What follows belongs to an exercise in optimizing a design on an open flow for small area; a production flow would make more cautious choices. The RTL was checked by simulation tests, not by an equivalence proof against the original design. The clock port is modelled as an ideal driver, which makes a skipped or thinned clock tree look cheaper than it is; a real chip needs a root buffer or a tree. Power and IR drop assume default switching activity.

==> flow/design.v (excerpt) <==
module lut_mult_loader #(
    parameter int ADDR_W = DEF_ADDR_W,
    parameter int COEF_W = DEF_COEF_W,
    parameter int DATA_W = DEF_DATA_W
) (
    input  logic              clk,
    input  logic              rst,
    input  logic              start,
    input  logic [COEF_W-1:0] coef,
    output logic              busy,
    output logic              done,
    output logic              table_valid,
    input  logic [ADDR_W-1:0] rd_addr,
    output logic [DATA_W-1:0] rd_data
);
For scale: roughly 2000 µm² of cells after synthesis.
Settings: LEC_CHECK=0, CAP_MARGIN=0, CORE_MARGIN=2, CORE_UTILIZATION=40, GPL_TIMING_DRIVEN=0, SLEW_MARGIN=0, SYNTH_HIERARCHICAL=1; clock period 10.0 ns.
standard.sh (not shown) runs the stock make flow with config.mk's settings and CLKGATE_MAP_FILE= SYNTH_SCRIPT=/design/flow/synth_recipe.tcl, a recipe that flattens the netlist after the stock synthesis.
==> flow/flow/run.sh <==
#!/bin/bash
# Own layout flow: the standard flow, except that
#  - the port buffers buffer_ports inserts are the smallest buffer,
#    sky130_fd_sc_hd__buf_1 (every input and output port still gets one);
#  - clock tree synthesis is told not to add dummy loads and to cluster all
#    sinks together, so the small clock net needs few buffers;
#  - the buffers synthesis leaves are removed at floorplan (as global
#    placement does when it is timing driven, which it is not here).
set -euo pipefail
bash standard.sh \
  "BUFFER_PORTS_ARGS=-buffer_cell sky130_fd_sc_hd__buf_1" \
  "CTS_ARGS=-sink_clustering_enable -repair_clock_nets -dont_use_dummy_load -sink_clustering_size 30 -sink_clustering_max_diameter 200 -buf_list sky130_fd_sc_hd__clkbuf_4" \
  REMOVE_ABC_BUFFERS=1 \
  finish > standard_make.log 2>&1
The first run completed without violations.
Rerun with:
==> flow/flow/run.sh (replaced) <==
#!/bin/bash
# Own layout flow: the standard flow, except that
#  - the port buffers buffer_ports inserts are the smallest buffer,
#    sky130_fd_sc_hd__buf_1 (every input and output port still gets one);
#  - clock tree synthesis is told not to add dummy loads and to cluster all
#    sinks together, so the small clock net needs few buffers.
set -euo pipefail
bash standard.sh \
  "BUFFER_PORTS_ARGS=-buffer_cell sky130_fd_sc_hd__buf_1" \
  "CTS_ARGS=-sink_clustering_enable -repair_clock_nets -dont_use_dummy_load -sink_clustering_size 30 -sink_clustering_max_diameter 200 -buf_list sky130_fd_sc_hd__clkbuf_4" \
  finish > standard_make.log 2>&1
--- a/flow/config.mk
+++ b/flow/config.mk
@@ -6,8 +6,8 @@
 export NUM_CORES = 4
 export LEC_CHECK = 0
-export CAP_MARGIN = 0
+export CAP_MARGIN = 20
 export CORE_MARGIN = 2
 export CORE_UTILIZATION = 40
 export GPL_TIMING_DRIVEN = 0
-export SLEW_MARGIN = 0
+export SLEW_MARGIN = 20
 export SYNTH_HIERARCHICAL = 1
What happened:
- area after synthesis does not change
- via count barely changes
- die area stays the same
- power barely changes
- cell area rose by 2.2%
- clock power fell by about 3%
- utilization rose by 1.0 points
- wire length fell by 3.1%
- non-clock buffer count rose by 8
- clock-buffer cell count does not change
- final cell count rose by 2.7%

---

Starting RTL as in the previous note.
==> flow/config.mk <==
export PLATFORM = sky130hd
export DESIGN_NAME = lut_mult_loader
export DESIGN_NICKNAME = lut_mult_loader
export VERILOG_FILES = /design/flow/design.v
export SDC_FILE = /design/flow/constraint.sdc
export NUM_CORES = 4
export LEC_CHECK = 0
export CAP_MARGIN = 20
export CORE_MARGIN = 2
export CORE_UTILIZATION = 40
export CTS_BUF_LIST = sky130_fd_sc_hd__clkbuf_4
export CTS_CLUSTER_DIAMETER = 100
export CTS_CLUSTER_SIZE = 30
export SLEW_MARGIN = 20
export SYNTH_HIERARCHICAL = 1
==> flow/constraint.sdc <==
create_clock -name core_clock -period 10.0 [get_ports {clk}]
set_input_delay 2.0000 -clock core_clock [delete_from_list [all_inputs] [get_ports {clk}]]
set_output_delay 2.0000 -clock core_clock [all_outputs]
set_load 0.01 [all_outputs]
==> flow/flow/run.sh <==
#!/bin/bash
# Own layout flow: the standard flow unchanged except that the port
# buffers buffer_ports inserts are the smallest buffer, sky130_fd_sc_hd__buf_1,
# instead of the cell the resizer picks by default. Every input and output
# port still gets its own buffer.
set -euo pipefail
bash standard.sh "BUFFER_PORTS_ARGS=-buffer_cell sky130_fd_sc_hd__buf_1" finish > standard_make.log 2>&1
Edit:
==> flow/run.sh (new file) <==
#!/bin/bash
# synth_recipe.tcl (not shown) runs the flow's synth.tcl, then flattens the netlist and writes it again
# the make line also repeats each setting of config.mk as NAME=value (left out here)
make -C /OpenROAD-flow-scripts/flow DESIGN_CONFIG=/design/flow/config.mk WORK_HOME=/design/flow/orfs CLKGATE_MAP_FILE= SYNTH_SCRIPT=/design/flow/synth_recipe.tcl finish
- CTS_BUF_LIST: sky130_fd_sc_hd__clkbuf_4 -> not set
- CTS_CLUSTER_DIAMETER: 100 -> not set
- CTS_CLUSTER_SIZE: 30 -> not set
removed: flow/flow/run.sh
removed: flow/standard.sh
What happened: Final area rises by 13%. Wire length grows by about 4.5%. Setup slack improves by 0.020 ns. Maximum frequency hardly moves. Non-clock buffer count rose by 6. Area after synthesis stays the same. Clock skew stays flat. Sequential power is about the same. Sequential share of layout area drops by 2.5 points.

---

Another version of the RTL of lut_mult_loader (not shown whole).
Size: roughly 200 cells after synthesis, about 19 flip-flops, ~38 I/O pins.
==> flow/config.mk <==
export PLATFORM = sky130hd
export DESIGN_NAME = lut_mult_loader
export DESIGN_NICKNAME = lut_mult_loader
export VERILOG_FILES = /design/flow/design.v
export SDC_FILE = /design/flow/constraint.sdc
export NUM_CORES = 4
export LEC_CHECK = 0
export CAP_MARGIN = 0
export CORE_MARGIN = 2
export CORE_UTILIZATION = 40
export GPL_TIMING_DRIVEN = 0
export SLEW_MARGIN = 0
export SYNTH_HIERARCHICAL = 1
==> flow/constraint.sdc <==
create_clock -name core_clock -period 10.0 [get_ports {clk}]
set_input_delay 2.0000 -clock core_clock [delete_from_list [all_inputs] [get_ports {clk}]]
set_output_delay 2.0000 -clock core_clock [all_outputs]
set_load 0.01 [all_outputs]
==> flow/flow/run.sh <==
#!/bin/bash
# Own layout flow: the standard flow, except that
#  - the port buffers buffer_ports inserts are the smallest buffer,
#    sky130_fd_sc_hd__buf_1 (every input and output port still gets one);
#  - the buffers synthesis leaves are removed at floorplan (as global
#    placement does when it is timing driven, which it is not here);
#  - clock tree synthesis adds no dummy loads, and flow/cts_collapse.tcl then
#    drives all 19 registers from the one root clock buffer.
set -euo pipefail
here=$(pwd)
bash standard.sh \
  "BUFFER_PORTS_ARGS=-buffer_cell sky130_fd_sc_hd__buf_1" \
  "CTS_ARGS=-sink_clustering_enable -repair_clock_nets -dont_use_dummy_load -sink_clustering_size 30 -sink_clustering_max_diameter 200 -buf_list sky130_fd_sc_hd__clkbuf_4" \
  "POST_CTS_TCL=$here/flow/cts_collapse.tcl" \
  REMOVE_ABC_BUFFERS=1 \
  finish > standard_make.log 2>&1
==> flow/flow/cts_collapse.tcl <==
set block [ord::get_db_block]
set root [$block findInst clkbuf_0_clk]
if { $root != "NULL" } {
  set rootnet [[$root findITerm X] getNet]
  foreach inst [$block getInsts] {
    set name [$inst getName]
    if { [string match "clkbuf_*" $name] && $name != "clkbuf_0_clk" } {
      set onet [[$inst findITerm X] getNet]
      foreach it [$onet getITerms] {
        if { [$it getInst] != $inst } {
          $it disconnect
          $it connect $rootnet
        }
      }
      puts "cts_collapse: removed $name ([[$inst getMaster] getName])"
      odb::dbInst_destroy $inst
      odb::dbNet_destroy $onet
    }
  }
  replace_cell clkbuf_0_clk sky130_fd_sc_hd__clkbuf_8
  detailed_placement
  estimate_parasitics -placement
  report_clock_skew
}
The first run finished with timing, DRC and antenna clean.
Edit:
==> flow/flow/run.sh (replaced) <==
#!/bin/bash
# Own layout flow: the standard flow, except that
#  - the port buffers buffer_ports inserts are the smallest buffer,
#    sky130_fd_sc_hd__buf_1 (every input and output port still gets one);
#  - clock tree synthesis is told not to add dummy loads and to cluster all
#    sinks together, so the small clock net needs few buffers;
#  - the buffers synthesis leaves are removed at floorplan (as global
#    placement does when it is timing driven, which it is not here).
set -euo pipefail
bash standard.sh \
  "BUFFER_PORTS_ARGS=-buffer_cell sky130_fd_sc_hd__buf_1" \
  "CTS_ARGS=-sink_clustering_enable -repair_clock_nets -dont_use_dummy_load -sink_clustering_size 30 -sink_clustering_max_diameter 200 -buf_list sky130_fd_sc_hd__clkbuf_4" \
  REMOVE_ABC_BUFFERS=1 \
  finish > standard_make.log 2>&1
removed: flow/flow/cts_collapse.tcl
Setup slack is about the same.
Worst hold slack stays flat.
Final area rises slightly.
Final cell count rises slightly.
Global-route usage shrinks by 0.84 points.
Clock-buffer cell count grows by 2.
Register-to-register slack hardly moves.
First-iteration DRC count fell by a quarter to a third.
Via count stays flat.

[separate check: timing with driven ports]
The results above use ideal ports. As a check the final layouts listed here were re-extracted and re-timed, cells and wires unchanged.
Step 1, drivers: a clkbuf_16 drives clk and a buf_2 each remaining input, both assumed.
Step 2, shift: input delay + t, output delay - t, t = (earliest + latest rising clock arrival at the registers) / 2. This alone moves slack from input paths to output paths.
Three values: ideal ports, drivers, drivers and shift; two values: the first two.
run | shift t [ns] | setup WS [ns] | worst setup path at the end | worst data-port slew with drivers (ns) | pins driven straight from the clock port
the first run of note 1 | 0.298 | 0.258 / 0.230 / 0.230 | input to output | 0.03 | 1
the second run of note 1 | 0.298 | 0.230 / 0.198 / 0.198 | input to output | 0.03 | 1
the first run of note 2 | 0.299 | 0.215 / 0.190 / 0.190 | input to output | 0.04 | 1
the second run of note 2 | 0.271 | 0.235 / 0.205 / 0.205 | input to output | 0.04 | 1
the first run of note 3 | 0.183 | 0.228 / 0.204 / 0.204 | input to output | 0.04 | 1
the second run of note 3 | 0.313 | 0.226 / 0.201 / 0.201 | input to output | 0.04 | 1
After both steps every run listed still meets setup and hold. The setup slack of the second run of note 1, which loses most, moves by -0.032 ns with the drivers and by -0.032 ns with both steps.
